This is an optimization exercise on Yosys and OpenROAD, whose aim is small area, a short achievable clock period and few clock cycles per item, not a production implementation. The RTL was checked by simulation tests, not by an equivalence proof against the original design.

== v25 ==
## matrixTpu
module matrixTpu (
    input  logic         clk,
    input  logic         rst,
    input  logic [13:0]  wrReq,     
    input  logic         start,
    output logic         busy,
    output logic [70:0]  result,    
    output logic         done
);
clock: 5.5 ns
lec_check: 0
abc_area: 1
abc_clock_period_in_ps: 2200
cap_margin: 20
core_margin: 2
core_utilization: 40
cts_cluster_diameter: 100
cts_cluster_size: 30
setup_slack_margin: 3.3
slew_margin: 20
run.sh (not shown) runs the stock make flow with config.mk's settings and CLKGATE_MAP_FILE= SYNTH_SCRIPT=/design/flow/synth_recipe.tcl, a recipe that flattens the netlist after the stock synthesis.
Testbench counts of v25, summed over its fixed seeds: cycles 2,944, jobs 128.
The following lists how v19 was set up differently from v25:
Settings: ABC_AREA removed (was 1); CORE_UTILIZATION changed from 40 to 55; SETUP_SLACK_MARGIN changed from 3.3 to 3.2.
## What came out
Proportion of cell area occupied by registers: v19 lower than v25. In v19, detail-routed via count per cell is higher than in v25. Diff v25 and v19: non-clock buffer count higher in v19. Die area | v19 < v25. Fraction of layout instances using a drive strength above 1: v19 > v25. Going from v25 to v19, the worst-path maximum fanout was found to have gone up by 2. In v19, the critical path depth in cells came out 3 above the value in v25.
Relative to v19, the following input files were edited for v50:
Settings: swapping 3.2 for 3.0 in SETUP_SLACK_MARGIN; swapping 55 for 40 in CORE_UTILIZATION.
[summary]
[compare] base=v19 new=v50: effective utilization at floorplan lower; flip-flop and latch count level; die extent in x higher. Compared to v19, v50 has die outline area about 37% higher.
Input changes introduced in v52 (baseline for comparison: v50):
Settings: SETUP_SLACK_MARGIN: 3.0 -> 3.2; TNS_END_PERCENT: unset -> 10.
### Flow results
Largest driver fanout on the critical path is lower on v50
Relative to v50, worst setup slack has gone up in v52.
Comparing v50 and v52, count of buffer and inverter cells on the critical path is lower on v52.
From v50 to v52 the numbers moved as follows: critical path required time dropped 0.11 ns; design area barely changed.
As far as routed wire length is concerned, v50 and v52 perform about the same.
Relative to v50, v52 improves maximum frequency.
Between v52 and v50, the fraction of met3 tracks used by global routing figures differ only marginally.
Run comparison: v52 capturing instance or port of the critical path aMem[0][5]; v50 capturing instance or port of the critical path ws[39]
In terms of utilization, v50 and v52 differ only marginally.


Another version of the RTL of matrixTpu (not shown whole).
Size in the first run: ~3,400 cells after synthesis, roughly 90 I/O pins, about 35,000 sq um of cells after synthesis.
==> flow/config.mk <==
export PLATFORM = sky130hd
export DESIGN_NAME = matrixTpu
export DESIGN_NICKNAME = matrixTpu
export VERILOG_FILES = /design/flow/design.v
export SDC_FILE = /design/flow/constraint.sdc
export NUM_CORES = 4
export LEC_CHECK = 0
export ABC_AREA = 1
export ABC_CLOCK_PERIOD_IN_PS = 2200
export CAP_MARGIN = 20
export CORE_MARGIN = 2
export CORE_UTILIZATION = 40
export CTS_CLUSTER_DIAMETER = 80
export CTS_CLUSTER_SIZE = 20
export SETUP_SLACK_MARGIN = 3.2
export SLEW_MARGIN = 20
==> flow/constraint.sdc <==
create_clock -name core_clock -period 5.5 [get_ports {clk}]
set_input_delay 1.1000 -clock core_clock [delete_from_list [all_inputs] [get_ports {clk}]]
set_output_delay 1.1000 -clock core_clock [all_outputs]
set_load 0.01 [all_outputs]
Testbench counts at the start, summed over its fixed seeds: cycles 2,944, jobs 128.
Change:
CTS_CLUSTER_DIAMETER = 100   (was 80)
CTS_CLUSTER_SIZE = 30   (was 20)
SETUP_SLACK_MARGIN = 3.3   (was 3.2)
TNS_END_PERCENT = 30   (was default)
Result:
- die area stays the same
- synthesized cell count does not change
- final area goes down by 1.5%
- critical path depth goes up by 1
- final cell count goes down by 0.72%
- setup slack loses 0.021 ns
- global-route usage goes down by 0.46 points
- count of clock-buffer cells in the layout goes down by 25
- core utilization goes down by 0.68 points
- routed wire length goes down by 4.4%
Change:
SETUP_SLACK_MARGIN = 3.5   (was 3.3)
TNS_END_PERCENT = default   (was 30)
Final area increases by 13%.
Hold slack hardly moves.
Via count increases by 7.2%.
Synthesized cell count is unchanged.
Change:
SETUP_SLACK_MARGIN = 3.3   (was 3.5)
What happened:
- core utilization drops by 3.7 points
- setup slack gets better by 0.045 ns
- die area stays the same


== try-zinc ==
RTL: one of the versions met above, not the one the previous note started from.
Size in the first run: about 2600 cells after synthesis, ~90 I/O pins.
==> flow/config.mk <==
export PLATFORM = sky130hd
export DESIGN_NAME = matrixTpu
export DESIGN_NICKNAME = matrixTpu
export VERILOG_FILES = /design/flow/design.v
export SDC_FILE = /design/flow/constraint.sdc
export NUM_CORES = 4
export LEC_CHECK = 0
export ABC_CLOCK_PERIOD_IN_PS = 1800
export CAP_MARGIN = 20
export CORE_MARGIN = 2
export CORE_UTILIZATION = 40
export CTS_CLUSTER_DIAMETER = 100
export CTS_CLUSTER_SIZE = 30
export SETUP_SLACK_MARGIN = 3.2
export SLEW_MARGIN = 20
==> flow/constraint.sdc <==
create_clock -name core_clock -period 5.5 [get_ports {clk}]
set_input_delay 1.1000 -clock core_clock [delete_from_list [all_inputs] [get_ports {clk}]]
set_output_delay 1.1000 -clock core_clock [all_outputs]
set_load 0.01 [all_outputs]
Testbench counts of try-zinc, summed over its fixed seeds: cycles 2,944, jobs 128.
Changes in try-fjord relative to try-zinc:
# try-zinc
export LEC_CHECK = 0
export ABC_CLOCK_PERIOD_IN_PS = 1800
export CAP_MARGIN = 20
export CORE_MARGIN = 2
export CORE_UTILIZATION = 40
export CTS_CLUSTER_DIAMETER = 100
export CTS_CLUSTER_SIZE = 30
export SETUP_SLACK_MARGIN = 3.2
export SLEW_MARGIN = 20
create_clock -name core_clock -period 5.5 [get_ports {clk}]
# try-fjord
export LEC_CHECK = 0
export ABC_AREA = 1
export ABC_CLOCK_PERIOD_IN_PS = 2200
export CAP_MARGIN = 20
export CORE_MARGIN = 2
export CORE_UTILIZATION = 40
export CTS_CLUSTER_DIAMETER = 100
export CTS_CLUSTER_SIZE = 30
export SETUP_SLACK_MARGIN = 3.2
export SLEW_MARGIN = 20
create_clock -name core_clock -period 5.5 [get_ports {clk}]
==> results.txt <==
try-fjord ended up with a lower post-synthesis share of cell area spent on full adders, half adders and majority gates than try-zinc did.
Number of well taps | try-fjord above try-zinc
In the tables for try-fjord and try-zinc, die area reads lower with try-zinc.
Changes observed in try-fjord relative to try-zinc: routed wire length saw an increase, time the final worst path needs with I/O delays and setup higher.
Run comparison: try-fjord critical path endpoint ws[26]; try-zinc critical path endpoint r0one[3]
--- input diff try-fjord..try-amber ---
# try-fjord
export LEC_CHECK = 0
export ABC_AREA = 1
export ABC_CLOCK_PERIOD_IN_PS = 2200
export CAP_MARGIN = 20
export CORE_MARGIN = 2
export CORE_UTILIZATION = 40
export CTS_CLUSTER_DIAMETER = 100
export CTS_CLUSTER_SIZE = 30
export SETUP_SLACK_MARGIN = 3.2
export SLEW_MARGIN = 20
create_clock -name core_clock -period 5.5 [get_ports {clk}]
# try-amber
export LEC_CHECK = 0
export ABC_CLOCK_PERIOD_IN_PS = 2200
export CAP_MARGIN = 20
export CORE_MARGIN = 2
export CORE_UTILIZATION = 40
export CTS_CLUSTER_DIAMETER = 100
export CTS_CLUSTER_SIZE = 30
export SETUP_SLACK_MARGIN = 3.2
export SLEW_MARGIN = 20
create_clock -name core_clock -period 5.5 [get_ports {clk}]
- Compared with try-fjord, in try-amber highest clock frequency the design can meet grew by 4.4 MHz, average cell area after synthesis grew by about 27%, actual slew at the worst max-slew pin shrank by 0.059 ns, multi-input combinational area share grew by 0.20 points.
- Going from try-fjord to try-amber, global placer's final weighted congestion shrinks by 0.017.
diff inputs: try-amber => try-juniper
# try-amber
export LEC_CHECK = 0
export ABC_CLOCK_PERIOD_IN_PS = 2200
export CAP_MARGIN = 20
export CORE_MARGIN = 2
export CORE_UTILIZATION = 40
export CTS_CLUSTER_DIAMETER = 100
export CTS_CLUSTER_SIZE = 30
export SETUP_SLACK_MARGIN = 3.2
export SLEW_MARGIN = 20
create_clock -name core_clock -period 5.5 [get_ports {clk}]
# try-juniper
export LEC_CHECK = 0
export ABC_CLOCK_PERIOD_IN_PS = 2200
export CAP_MARGIN = 5
export CORE_MARGIN = 2
export CORE_UTILIZATION = 40
export CTS_CLUSTER_DIAMETER = 100
export CTS_CLUSTER_SIZE = 30
export SETUP_SLACK_MARGIN = 3.2
export SLEW_MARGIN = 5
create_clock -name core_clock -period 5.5 [get_ports {clk}]
## What came out
try-juniper -> try-amber: maximum clock rate flat
Between try-amber and try-juniper, the proportion of cell area spent on the clock network does not differ in any meaningful way.
Diff try-juniper and try-amber: via count higher in try-juniper
In terms of signed area change from the synthesized netlist to the final layout, try-amber and try-juniper differ only marginally.
Setup changes, try-juniper to try-ember
# try-juniper
export LEC_CHECK = 0
export ABC_CLOCK_PERIOD_IN_PS = 2200
export CAP_MARGIN = 5
export CORE_MARGIN = 2
export CORE_UTILIZATION = 40
export CTS_CLUSTER_DIAMETER = 100
export CTS_CLUSTER_SIZE = 30
export SETUP_SLACK_MARGIN = 3.2
export SLEW_MARGIN = 5
create_clock -name core_clock -period 5.5 [get_ports {clk}]
# try-ember
export LEC_CHECK = 0
export ABC_CLOCK_PERIOD_IN_PS = 2200
export CAP_MARGIN = 20
export CORE_MARGIN = 2
export CORE_UTILIZATION = 30
export CTS_CLUSTER_DIAMETER = 100
export CTS_CLUSTER_SIZE = 30
export SETUP_SLACK_MARGIN = 3.2
export SLEW_MARGIN = 20
create_clock -name core_clock -period 5.5 [get_ports {clk}]
In try-ember the die boundary height turned out 15% higher than in try-juniper. Across both runs, die area was higher for try-ember than for try-juniper. Number of non-filler instances in the completed layout (higher): try-ember. Number of sinks driven by the clock tree came out exactly the same in try-ember and try-juniper. Of try-ember and try-juniper, the higher total stage count of the critical path belongs to try-juniper.

-- what the ideal ports hide --
The flow's constraints put no driver on any port. The routed layouts listed below were extracted and timed again, unchanged, in two steps. Step 1: set_driving_cell puts a clkbuf_16 on clk and a buf_2 on each other input, an assumption about the parent block. Step 2 moves the port delays by t, midway between the first and last clock arrival at a register: inputs arrive t later, outputs are due t later. That takes back most of the time a late clock gives input paths. Slacks: no drivers / after step 1 / after step 2; pairs: no drivers / after step 1.
run	t, ns	setup slack, ns	cell pins on the clock port's net
v25	0.643	3.046 / 3.046 / 2.752	1
v19	0.645	2.973 / 2.973 / 2.585	1
v50	0.714	2.871 / 2.871 / 2.342	1
v52	0.707	2.938 / 2.957 / 2.267	1
the first run of note 2	0.662	3.086 / 3.086 / 2.630	1
the second run of note 2	0.692	3.064 / 3.046 / 2.449	1
the third run of note 2	0.692	3.085 / 3.023 / 2.755	1
the fourth run of note 2	0.703	3.130 / 3.073 / 2.691	1
try-zinc	0.655	3.011 / 3.011 / 2.596	1
try-fjord	0.662	2.984 / 2.984 / 2.566	1
try-amber	0.655	3.011 / 3.011 / 2.596	1
try-juniper	0.656	3.011 / 3.011 / 2.595	1
try-ember	0.665	2.958 / 2.958 / 2.556	1
After both steps setup and hold are still met in every run listed. For v52, which loses most, drivers alone change the setup slack by +0.019 ns; drivers and shift together by -0.671 ns.
